Background: an optimization exercise with open tools, aiming at a short achievable clock period and few clock cycles. Do not read the settings as production practice.
Only simulation tests tie the RTL to the original design; equivalence was not proved.
Power is estimated from default activity; no workload was simulated.

==> 02-23 <==
// rv_core_top
module rv_core_top (
    input  wire         CLK,
    input  wire         reset,
    input  wire         stall,
    input  wire [31:0]  inst,
    output logic [63:0] inst_addr,
    input  wire [63:0]  mem_rdata,
    output logic [63:0] mem_addr,
    output logic        mem_rd_en,
    output logic        retire_valid,
    output logic [4:0]  retire_rd,
    output logic [63:0] retire_value
);
clock: 7.0 ns
lec_check: 0
abc_clock_period_in_ps: 1500
cap_margin: 20
cell_pad_in_sites_detail_placement: 2
cell_pad_in_sites_global_placement: 2
core_margin: 2
core_utilization: 35
setup_slack_margin: 3.8
slew_margin: 20
synth_hierarchical: 1
synth_minimum_keep_size: 0
run.sh (not shown) runs the stock make flow with config.mk's settings and CLKGATE_MAP_FILE= SYNTH_SCRIPT=/design/flow/synth_recipe.tcl, a recipe that flattens the netlist after the stock synthesis.
==> 09-19 (differences from 02-23) <==
--- a/flow/design.v
+++ b/flow/design.v
@@ -143,22 +143,27 @@
 module shift64 #(parameter bit LEFT = 1'b1) (
     input  wire [63:0] x,
     input  wire        fill,
     input  wire [3:0]  s1,    
     input  wire [3:0]  s4,    
     input  wire [3:0]  s16,   
+    input  wire [3:0]  s1h,   
+    input  wire [3:0]  s4h,
+    input  wire [3:0]  s16h,
     output wire [63:0] y
 );
     wire [63:0] st [0:3];
     assign st[0] = x;
     genvar g, i, k;
     generate
         for (g = 0; g < 3; g++) begin : stg
             localparam int D = (g == 0) ? 1 : (g == 1) ? 4 : 16;
-            wire [3:0] sel = (g == 0) ? s1 : (g == 1) ? s4 : s16;
+            wire [3:0] sel_lo = (g == 0) ? s1 : (g == 1) ? s4 : s16;
+            wire [3:0] sel_hi = (g == 0) ? s1h : (g == 1) ? s4h : s16h;
             for (i = 0; i < 64; i++) begin : b
+                wire [3:0] sel = (i < 32) ? sel_lo : sel_hi;
                 wire [3:0] d;
                 if (LEFT) begin : l
                     localparam int N = (i / D + 1 > 4) ? 4 : i / D + 1;
                     for (k = 0; k < 4; k++) begin : t
                         if (k < N) begin : v
                             assign d[k] = st[g][i - k * D];
@@ -214,12 +219,19 @@
             end else begin : m
                 c_aoi22 u_e (.a1(gf), .a2(rest[i]), .b1(gv), .b2(v[i]), .y(e_n[i]));
             end
         end
     endgenerate
 endmodule
+module c_dff #(parameter int W = 1) (
+    input  wire          CLK,
+    input  wire  [W-1:0] d,
+    output logic [W-1:0] q
+);
+    always_ff @(posedge CLK) q <= d;
+endmodule
 `default_nettype wire
 `default_nettype none
 import rv_core_pkg::*;
 module rv_core_top (
     input  wire         CLK,
     input  wire         reset,
@@ -251,12 +263,13 @@
     logic        x_wr, x_ld;
     logic [4:0]  x_rd;
     logic [63:0] x_a, x_b;
     logic [63:0] x_sa;           
     logic [3:0]  x_l1, x_l4, x_l16;   
     logic [3:0]  x_r1, x_r4, x_r16;   
+    logic [11:0] x_lh, x_rh;     
     logic        x_fill;         
     logic        x_add, x_sub, x_slt, x_sltu, x_xor, x_or, x_and;
     logic [7:0]  x_bsel [0:7];   
     logic [7:0]  x_sfill;        
     logic [7:0]  x_sgsel;        
     logic        w_wr;
@@ -340,13 +353,13 @@
     end
     assign d_op1 = ({64{d_f1w}} & w_val) | ({64{d_f1w2}} & w2_val) | rf1;
     assign d_op2 = !d_op ? d_immv : ({64{d_f2w}} & w_val) | ({64{d_f2w2}} & w2_val) | rf2;
     logic       n_fx1, hold_n;
     logic [4:0] n_rs1;
     logic       fw1;             
-    logic       fw1l;            
+    logic [3:0] fw1l;            
     logic [4:0] n_rs2;
     logic       fw2;             
     logic [63:0] nx_a, nx_b, nx_sa, nx_w;    
     assign n_rs1  = hold ? a_rs1 : d_rs1;
     assign n_rs2  = hold ? a_rs2 : d_rs2;
     assign n_fx1  = !hold && a_wr && a_rd == d_rs1;
@@ -368,13 +381,12 @@
         end
     end
     always_ff @(posedge CLK) begin
         fx1 <= n_fx1;
         fx2 <= !hold && a_wr && a_rd == d_rs2;
         fw1 <= x_wr && x_rd == n_rs1;
-        fw1l <= x_wr && x_rd == n_rs1 && (hold ? a_ld : d_isld);
         fw2 <= x_wr && x_rd == n_rs2;
         if (!hold) begin
             a_rd  <= d_rd;
             a_rs1 <= d_rs1;
             a_rs2 <= d_rs2;
             a_f3  <= d_f3;
@@ -386,13 +398,18 @@
             if (fw1) a_op1 <= w_val;
             if (fw2) a_op2 <= w_val;
         end
     end
     logic [63:0] ea, v_a, base;
     assign v_a  = fw1 ? w_val : a_op1;
-    assign base = fw1l ? w_val : a_op1;
+    logic fw1l_n;
+    assign fw1l_n = x_wr && x_rd == n_rs1 && (hold ? a_ld : d_isld);
+    for (genvar k = 0; k < 4; k++) begin : g_fw1l
+        c_dff u_fw1l (.CLK(CLK), .d(fw1l_n), .q(fw1l[k]));
+        assign base[16*k +: 16] = fw1l[k] ? w_val[16*k +: 16] : a_op1[16*k +: 16];
+    end
     logic [7:0]  bsel_n [0:7];
     logic [7:0]  sfill_n, sgsel_n;
     ks_add64 #(.SUB(1'b0)) u_ea (.a(base), .b(a_op2), .s(ea), .cout_n());
     always_comb begin
         logic [7:0] dec;      
         logic [3:0] szh;      
@@ -422,45 +439,50 @@
             x_ld <= 1'b0;
         end else begin
             x_wr <= a_wr && !hold;
             x_ld <= a_ld && !hold;
         end
     end
-    logic [5:0] shamt;
-    assign shamt = fw2 ? w_val[5:0] : a_op2[5:0];
+    logic [5:0]  shamt;
+    logic [11:0] lsel_n, rsel_n;
+    assign shamt  = fw2 ? w_val[5:0] : a_op2[5:0];
+    assign lsel_n = (a_alu && !hold && a_f3 == 3'b001) ?
+                    {4'd1 << shamt[5:4], 4'd1 << shamt[3:2], 4'd1 << shamt[1:0]} : 12'd0;
+    assign rsel_n = (a_alu && !hold && a_f3 == 3'b101) ?
+                    {4'd1 << shamt[5:4], 4'd1 << shamt[3:2], 4'd1 << shamt[1:0]} : 12'd0;
+    c_dff #(.W(12)) u_lsel_hi (.CLK(CLK), .d(lsel_n), .q(x_lh));
+    c_dff #(.W(12)) u_rsel_hi (.CLK(CLK), .d(rsel_n), .q(x_rh));
     always_ff @(posedge CLK) begin
         logic go;
         go = a_alu && !hold;
         x_rd   <= a_rd;
         x_a    <= nx_a;
         x_b    <= nx_b;
         x_sa   <= nx_sa;
-        x_l1   <= (go && a_f3 == 3'b001) ? 4'd1 << shamt[1:0] : 4'd0;
-        x_l4   <= (go && a_f3 == 3'b001) ? 4'd1 << shamt[3:2] : 4'd0;
-        x_l16  <= (go && a_f3 == 3'b001) ? 4'd1 << shamt[5:4] : 4'd0;
-        x_r1   <= (go && a_f3 == 3'b101) ? 4'd1 << shamt[1:0] : 4'd0;
-        x_r4   <= (go && a_f3 == 3'b101) ? 4'd1 << shamt[3:2] : 4'd0;
-        x_r16  <= (go && a_f3 == 3'b101) ? 4'd1 << shamt[5:4] : 4'd0;
+        {x_l16, x_l4, x_l1} <= lsel_n;
+        {x_r16, x_r4, x_r1} <= rsel_n;
         x_fill <= go && a_f3 == 3'b101 && a_alt;
         x_add  <= go && a_f3 == 3'b000 && !(a_op && a_alt);
         x_sub  <= go && a_f3 == 3'b000 && a_op && a_alt;
         x_slt  <= go && a_f3 == 3'b010;
         x_sltu <= go && a_f3 == 3'b011;
         x_xor  <= go && a_f3 == 3'b100;
         x_or   <= go && a_f3 == 3'b110;
         x_and  <= go && a_f3 == 3'b111;
         for (int k = 0; k < 8; k++) x_bsel[k] <= (a_ld && !hold) ? bsel_n[k] : 8'd0;
         x_sfill <= (a_ld && !hold) ? sfill_n : 8'd0;
         x_sgsel <= sgsel_n;
-        if (!hold) mem_addr <= {ea[63:3], 3'b000};
+        mem_addr <= {ea[63:3], 3'b000};  
     end
     logic [63:0] sum, diff, rest, ldval;
     logic        ltu, s_ab, sign;
     logic [63:0] shl, shr;
-    shift64 #(.LEFT(1'b1)) u_shl (.x(x_sa), .fill(1'b0), .s1(x_l1), .s4(x_l4), .s16(x_l16), .y(shl));
-    shift64 #(.LEFT(1'b0)) u_shr (.x(x_sa), .fill(x_fill & x_sa[63]), .s1(x_r1), .s4(x_r4), .s16(x_r16), .y(shr));
+    shift64 #(.LEFT(1'b1)) u_shl (.x(x_sa), .fill(1'b0), .s1(x_l1), .s4(x_l4), .s16(x_l16),
+                                  .s1h(x_lh[3:0]), .s4h(x_lh[7:4]), .s16h(x_lh[11:8]), .y(shl));
+    shift64 #(.LEFT(1'b0)) u_shr (.x(x_sa), .fill(x_fill & x_sa[63]), .s1(x_r1), .s4(x_r4), .s16(x_r16),
+                                  .s1h(x_rh[3:0]), .s4h(x_rh[7:4]), .s16h(x_rh[11:8]), .y(shr));
     ks_add64 #(.SUB(1'b0)) u_sum  (.a(x_a), .b(x_b), .s(sum),  .cout_n());
     ks_add64 #(.SUB(1'b1)) u_diff (.a(x_a), .b(x_b), .s(diff), .cout_n(ltu));
     assign s_ab = x_a[63] ^ x_b[63];  
     logic [63:0] lg;
     assign lg = ({64{x_xor}} & (x_a ^ x_b)) | ({64{x_or}} & (x_a | x_b)) | ({64{x_and}} & (x_a & x_b));
     or4_64 u_rest (.sh_l(shl), .sh_r(shr), .lg(lg), .ld(ldval), .y(rest));
SETUP_SLACK_MARGIN = 4.6   (was 3.8)
==> 11-21 (differences from 02-23) <==
--- a/flow/design.v
+++ b/flow/design.v
@@ -140,25 +140,31 @@
         end
     endgenerate
 endmodule
 module shift64 #(parameter bit LEFT = 1'b1) (
     input  wire [63:0] x,
     input  wire        fill,
+    input  wire        fillh,   
     input  wire [3:0]  s1,    
     input  wire [3:0]  s4,    
     input  wire [3:0]  s16,   
+    input  wire [3:0]  s1h,   
+    input  wire [3:0]  s4h,
+    input  wire [3:0]  s16h,
     output wire [63:0] y
 );
     wire [63:0] st [0:3];
     assign st[0] = x;
     genvar g, i, k;
     generate
         for (g = 0; g < 3; g++) begin : stg
             localparam int D = (g == 0) ? 1 : (g == 1) ? 4 : 16;
-            wire [3:0] sel = (g == 0) ? s1 : (g == 1) ? s4 : s16;
+            wire [3:0] sel_lo = (g == 0) ? s1 : (g == 1) ? s4 : s16;
+            wire [3:0] sel_hi = (g == 0) ? s1h : (g == 1) ? s4h : s16h;
             for (i = 0; i < 64; i++) begin : b
+                wire [3:0] sel = (i < 32) ? sel_lo : sel_hi;
                 wire [3:0] d;
                 if (LEFT) begin : l
                     localparam int N = (i / D + 1 > 4) ? 4 : i / D + 1;
                     for (k = 0; k < 4; k++) begin : t
                         if (k < N) begin : v
                             assign d[k] = st[g][i - k * D];
@@ -169,13 +175,13 @@
                     mux4h #(.N(N)) u_m (.s(sel), .d(d), .y(st[g+1][i]));
                 end else begin : r
                     for (k = 0; k < 4; k++) begin : t
                         if (i + k * D < 64) begin : v
                             assign d[k] = st[g][i + k * D];
                         end else begin : f
-                            assign d[k] = fill;
+                            assign d[k] = (i < 32) ? fill : fillh;
                         end
                     end
                     mux4h #(.N(4)) u_m (.s(sel), .d(d), .y(st[g+1][i]));
                 end
             end
         end
@@ -214,12 +220,30 @@
             end else begin : m
                 c_aoi22 u_e (.a1(gf), .a2(rest[i]), .b1(gv), .b2(v[i]), .y(e_n[i]));
             end
         end
     endgenerate
 endmodule
+module c_dff #(parameter int W = 1) (
+    input  wire          CLK,
+    input  wire  [W-1:0] d,
+    output logic [W-1:0] q
+);
+    always_ff @(posedge CLK) q <= d;
+endmodule
+module c_dffr #(parameter int W = 1) (
+    input  wire          CLK,
+    input  wire          reset,
+    input  wire  [W-1:0] d,
+    output logic [W-1:0] q
+);
+    always_ff @(posedge CLK or negedge reset) begin
+        if (!reset) q <= '0;
+        else        q <= d;
+    end
+endmodule
 `default_nettype wire
 `default_nettype none
 import rv_core_pkg::*;
 module rv_core_top (
     input  wire         CLK,
     input  wire         reset,
@@ -251,39 +275,41 @@
     logic        x_wr, x_ld;
     logic [4:0]  x_rd;
     logic [63:0] x_a, x_b;
     logic [63:0] x_sa;           
     logic [3:0]  x_l1, x_l4, x_l16;   
     logic [3:0]  x_r1, x_r4, x_r16;   
-    logic        x_fill;         
+    logic [11:0] x_lh, x_rh;     
     logic        x_add, x_sub, x_slt, x_sltu, x_xor, x_or, x_and;
     logic [7:0]  x_bsel [0:7];   
     logic [7:0]  x_sfill;        
     logic [7:0]  x_sgsel;        
     logic        w_wr;
     logic [4:0]  w_rd;
     logic [63:0] w_val;
     logic        w2_wr;
     logic [4:0]  w2_rd;
     logic [63:0] w2_val;
     logic [63:0] rf [1:31];
     logic [31:1] rfv;
-    assign inst_addr = pc;
+    logic [63:0] pc_n;
+    assign pc_n = (!hold && !stall) ? pc + 64'd4 : pc;
+    c_dffr #(.W(64)) u_pc_o (.CLK(CLK), .reset(reset), .d(pc_n), .q(inst_addr));
     logic [31:1] s1oh_in, s2oh_in;
     always_comb begin
         for (int j = 1; j < 32; j++) begin
             s1oh_in[j] = inst[19:15] == 5'(j);
             s2oh_in[j] = inst[24:20] == 5'(j);
         end
     end
     always_ff @(posedge CLK or negedge reset) begin
         if (!reset) begin
             pc  <= '0;
             d_v <= 1'b0;
         end else if (!hold) begin
-            if (!stall) pc <= pc + 64'd4;
+            if (!stall) pc <= pc_n;
             d_v <= !stall;
         end
     end
     always_ff @(posedge CLK) begin
         if (!hold) begin
             d_ir   <= inst;
@@ -340,13 +366,13 @@
     end
     assign d_op1 = ({64{d_f1w}} & w_val) | ({64{d_f1w2}} & w2_val) | rf1;
     assign d_op2 = !d_op ? d_immv : ({64{d_f2w}} & w_val) | ({64{d_f2w2}} & w2_val) | rf2;
     logic       n_fx1, hold_n;
     logic [4:0] n_rs1;
     logic       fw1;             
-    logic       fw1l;            
+    logic [3:0] fw1l;            
     logic [4:0] n_rs2;
     logic       fw2;             
     logic [63:0] nx_a, nx_b, nx_sa, nx_w;    
     assign n_rs1  = hold ? a_rs1 : d_rs1;
     assign n_rs2  = hold ? a_rs2 : d_rs2;
     assign n_fx1  = !hold && a_wr && a_rd == d_rs1;
@@ -368,13 +394,12 @@
         end
     end
     always_ff @(posedge CLK) begin
         fx1 <= n_fx1;
         fx2 <= !hold && a_wr && a_rd == d_rs2;
         fw1 <= x_wr && x_rd == n_rs1;
-        fw1l <= x_wr && x_rd == n_rs1 && (hold ? a_ld : d_isld);
         fw2 <= x_wr && x_rd == n_rs2;
         if (!hold) begin
             a_rd  <= d_rd;
             a_rs1 <= d_rs1;
             a_rs2 <= d_rs2;
             a_f3  <= d_f3;
@@ -386,13 +411,18 @@
             if (fw1) a_op1 <= w_val;
             if (fw2) a_op2 <= w_val;
         end
     end
     logic [63:0] ea, v_a, base;
     assign v_a  = fw1 ? w_val : a_op1;
-    assign base = fw1l ? w_val : a_op1;
+    logic fw1l_n;
+    assign fw1l_n = x_wr && x_rd == n_rs1 && (hold ? a_ld : d_isld);
+    for (genvar k = 0; k < 4; k++) begin : g_fw1l
+        c_dff u_fw1l (.CLK(CLK), .d(fw1l_n), .q(fw1l[k]));
+        assign base[16*k +: 16] = fw1l[k] ? w_val[16*k +: 16] : a_op1[16*k +: 16];
+    end
     logic [7:0]  bsel_n [0:7];
     logic [7:0]  sfill_n, sgsel_n;
     ks_add64 #(.SUB(1'b0)) u_ea (.a(base), .b(a_op2), .s(ea), .cout_n());
     always_comb begin
         logic [7:0] dec;      
         logic [3:0] szh;      
@@ -422,45 +452,54 @@
             x_ld <= 1'b0;
         end else begin
             x_wr <= a_wr && !hold;
             x_ld <= a_ld && !hold;
         end
     end
-    logic [5:0] shamt;
-    assign shamt = fw2 ? w_val[5:0] : a_op2[5:0];
+    logic [5:0]  shamt;
+    logic [11:0] lsel_n, rsel_n;
+    assign shamt  = fw2 ? w_val[5:0] : a_op2[5:0];
+    assign lsel_n = (a_alu && !hold && a_f3 == 3'b001) ?
+                    {4'd1 << shamt[5:4], 4'd1 << shamt[3:2], 4'd1 << shamt[1:0]} : 12'd0;
+    assign rsel_n = (a_alu && !hold && a_f3 == 3'b101) ?
+                    {4'd1 << shamt[5:4], 4'd1 << shamt[3:2], 4'd1 << shamt[1:0]} : 12'd0;
+    logic [1:0] x_fl;
+    logic       fl_n;
+    assign fl_n = a_alu && !hold && a_f3 == 3'b101 && a_alt && nx_sa[63];
+    c_dff u_fl0 (.CLK(CLK), .d(fl_n), .q(x_fl[0]));
+    c_dff u_fl1 (.CLK(CLK), .d(fl_n), .q(x_fl[1]));
+    c_dff #(.W(12)) u_lsel_hi (.CLK(CLK), .d(lsel_n), .q(x_lh));
+    c_dff #(.W(12)) u_rsel_hi (.CLK(CLK), .d(rsel_n), .q(x_rh));
     always_ff @(posedge CLK) begin
         logic go;
         go = a_alu && !hold;
         x_rd   <= a_rd;
         x_a    <= nx_a;
         x_b    <= nx_b;
         x_sa   <= nx_sa;
-        x_l1   <= (go && a_f3 == 3'b001) ? 4'd1 << shamt[1:0] : 4'd0;
-        x_l4   <= (go && a_f3 == 3'b001) ? 4'd1 << shamt[3:2] : 4'd0;
-        x_l16  <= (go && a_f3 == 3'b001) ? 4'd1 << shamt[5:4] : 4'd0;
-        x_r1   <= (go && a_f3 == 3'b101) ? 4'd1 << shamt[1:0] : 4'd0;
-        x_r4   <= (go && a_f3 == 3'b101) ? 4'd1 << shamt[3:2] : 4'd0;
-        x_r16  <= (go && a_f3 == 3'b101) ? 4'd1 << shamt[5:4] : 4'd0;
-        x_fill <= go && a_f3 == 3'b101 && a_alt;
+        {x_l16, x_l4, x_l1} <= lsel_n;
+        {x_r16, x_r4, x_r1} <= rsel_n;
         x_add  <= go && a_f3 == 3'b000 && !(a_op && a_alt);
         x_sub  <= go && a_f3 == 3'b000 && a_op && a_alt;
         x_slt  <= go && a_f3 == 3'b010;
         x_sltu <= go && a_f3 == 3'b011;
         x_xor  <= go && a_f3 == 3'b100;
         x_or   <= go && a_f3 == 3'b110;
         x_and  <= go && a_f3 == 3'b111;
         for (int k = 0; k < 8; k++) x_bsel[k] <= (a_ld && !hold) ? bsel_n[k] : 8'd0;
         x_sfill <= (a_ld && !hold) ? sfill_n : 8'd0;
         x_sgsel <= sgsel_n;
-        if (!hold) mem_addr <= {ea[63:3], 3'b000};
+        mem_addr <= {ea[63:3], 3'b000};  
     end
     logic [63:0] sum, diff, rest, ldval;
     logic        ltu, s_ab, sign;
     logic [63:0] shl, shr;
-    shift64 #(.LEFT(1'b1)) u_shl (.x(x_sa), .fill(1'b0), .s1(x_l1), .s4(x_l4), .s16(x_l16), .y(shl));
-    shift64 #(.LEFT(1'b0)) u_shr (.x(x_sa), .fill(x_fill & x_sa[63]), .s1(x_r1), .s4(x_r4), .s16(x_r16), .y(shr));
+    shift64 #(.LEFT(1'b1)) u_shl (.x(x_sa), .fill(1'b0), .fillh(1'b0), .s1(x_l1), .s4(x_l4), .s16(x_l16),
+                                  .s1h(x_lh[3:0]), .s4h(x_lh[7:4]), .s16h(x_lh[11:8]), .y(shl));
+    shift64 #(.LEFT(1'b0)) u_shr (.x(x_sa), .fill(x_fl[0]), .fillh(x_fl[1]), .s1(x_r1), .s4(x_r4), .s16(x_r16),
+                                  .s1h(x_rh[3:0]), .s4h(x_rh[7:4]), .s16h(x_rh[11:8]), .y(shr));
     ks_add64 #(.SUB(1'b0)) u_sum  (.a(x_a), .b(x_b), .s(sum),  .cout_n());
     ks_add64 #(.SUB(1'b1)) u_diff (.a(x_a), .b(x_b), .s(diff), .cout_n(ltu));
     assign s_ab = x_a[63] ^ x_b[63];  
     logic [63:0] lg;
     assign lg = ({64{x_xor}} & (x_a ^ x_b)) | ({64{x_or}} & (x_a | x_b)) | ({64{x_and}} & (x_a & x_b));
     or4_64 u_rest (.sh_l(shl), .sh_r(shr), .lg(lg), .ld(ldval), .y(rest));
@@ -516,13 +555,13 @@
         assign fw_k1 = (1'b1) && (1'b1) && (x_sltu || (x_slt && !s_ab)); 
         assign fw_k0 = (1'b1) && (1'b1) && x_slt && s_ab; 
         early_n #(.ONLY_REST(1'b1)) u_fw_e (.rest(rest), .v(64'd0), .gf((1'b1) && (1'b1)), .gv((1'b1) && !(1'b1)), .e_n(fw_en)); 
         c_mux2i u_fw_c (.s(ltu), .a0(fw_k0), .a1(fw_k1), .y(fw_cn)); 
         fwd_out u_fw (.sum(sum), .diff(diff), .ss(fw_ss), .sd(fw_sd), 
                           .cmp_n(fw_cn), .e_n(fw_en), .y(nx_w));
-    assign mem_rd_en = x_ld;
+    c_dffr u_rd_en_o (.CLK(CLK), .reset(reset), .d(a_ld && !hold), .q(mem_rd_en));
     always_ff @(posedge CLK or negedge reset) begin
         if (!reset) begin
             w_wr  <= 1'b0;
             w2_wr <= 1'b0;
             rfv   <= '0;
         end else begin
@@ -539,11 +578,11 @@
         w2_rd  <= w_rd;
         w2_val <= w_val;
         for (int j = 1; j < 32; j++) begin
             if (w2_wr && w2_rd == 5'(j)) rf[j] <= w2_val;
         end
     end
-    assign retire_valid = w_wr;
-    assign retire_rd    = w_rd;
-    assign retire_value = w_val;
+    c_dffr u_ret_v_o (.CLK(CLK), .reset(reset), .d(w_wr), .q(retire_valid));
+    c_dff #(.W(5))  u_ret_rd_o (.CLK(CLK), .d(w_rd), .q(retire_rd));
+    c_dff #(.W(64)) u_ret_val_o (.CLK(CLK), .d(w_val), .q(retire_value));
 endmodule
 `default_nettype wire
CELL_PAD_IN_SITES_DETAIL_PLACEMENT = 1   (was 2)
CELL_PAD_IN_SITES_GLOBAL_PLACEMENT = 1   (was 2)
CORE_UTILIZATION = 42   (was 35)
SETUP_SLACK_MARGIN = 4.6   (was 3.8)
==> results.txt <==
Non-clock buffer count: 09-19 > 11-21 > 02-23. Combinational power: 09-19 > 11-21 > 02-23. Critical path depth, highest first: 02-23, 09-19, 11-21. The lowest first-iteration DRC count belongs to 02-23, the highest to 11-21. Against 09-19, the setup slack of 02-23 is lower by 0.21 ns. In sequential power, 02-23 and 09-19 hardly differ.
==> figures <==
| item | 09-19 | 11-21 | 02-23 |
|---|---|---|---|
| Result of the run | finished clean | finished clean | finished clean |
| Number of nets in the final layout | 14600 | 14500 | 13600 |
| Routed vias/inst | 7.26 | 7.70 | 7.16 |
| Multi-input gate area | 77800 sq um | 78600 sq um | 66700 sq um |
| Post-synthesis cell area | 147000 sq um | 151000 sq um | 147000 sq um |
| Global routing met2 resource utilization | 69.8% | 75.2% | 67.6% |
| Power in sequential cells | 18400 uW | 19200 uW | 18300 uW |
| PD cells | 199 nW/um^2 | 202 nW/um^2 | 222 nW/um^2 |
| Post-route setup slack | 3.91 ns | 3.98 ns | 3.70 ns |
| Timing startpoint of the critical path | w_val[14]$_DFF_P_ | mem_addr[37]$_DFF_P_ | x_b[17]$_DFF_P_ |
| Number of buffers and inverters on the critical path | 2 | 1 | 1 |
| Worst endpoint data arrival time | 1.69 ns | 1.62 ns | 4.17 ns |
| Share of the clock period used by the worst path | 44.2% | 43.1% | 47.2% |
Testbench counts of 02-23, summed over its fixed seeds: cycles 18,065.
Testbench counts of 09-19, summed over its fixed seeds: cycles 18,065.
Testbench counts of 11-21, summed over its fixed seeds: cycles 18,097.

-- separate check: timing with driven ports --
No port has a modelled driver above. Below, the same layouts with a new extraction and two added sets of constraints. Step 1 assumes that a clkbuf_16 drives the clock port and a buf_2 every other input. Step 2 times the ports against the registers' clock, not the clock port: input delays grow and output delays shrink by t, the midpoint of the rising clock arrivals with the driver on. a / b / c = ideal / step 1 / step 2; a / b = the first two.
run	t (ns)	slack for setup (ns)	hold slack, ns	latest minus earliest clock arrival (ns)
02-23	1.089	3.697 / 3.669 / 2.862	0.409 / 0.409 / 0.409	0.148 / 0.148
09-19	1.083	3.909 / 3.779 / 3.194	0.455 / 0.455 / 0.455	0.125 / 0.125
11-21	1.114	3.983 / 3.851 / 3.260	0.271 / 0.193 / 0.452	0.116 / 0.116
After both steps every run listed still meets setup and hold. For 02-23, which loses most, drivers alone change the setup slack by -0.028 ns; drivers and shift together by -0.835 ns.
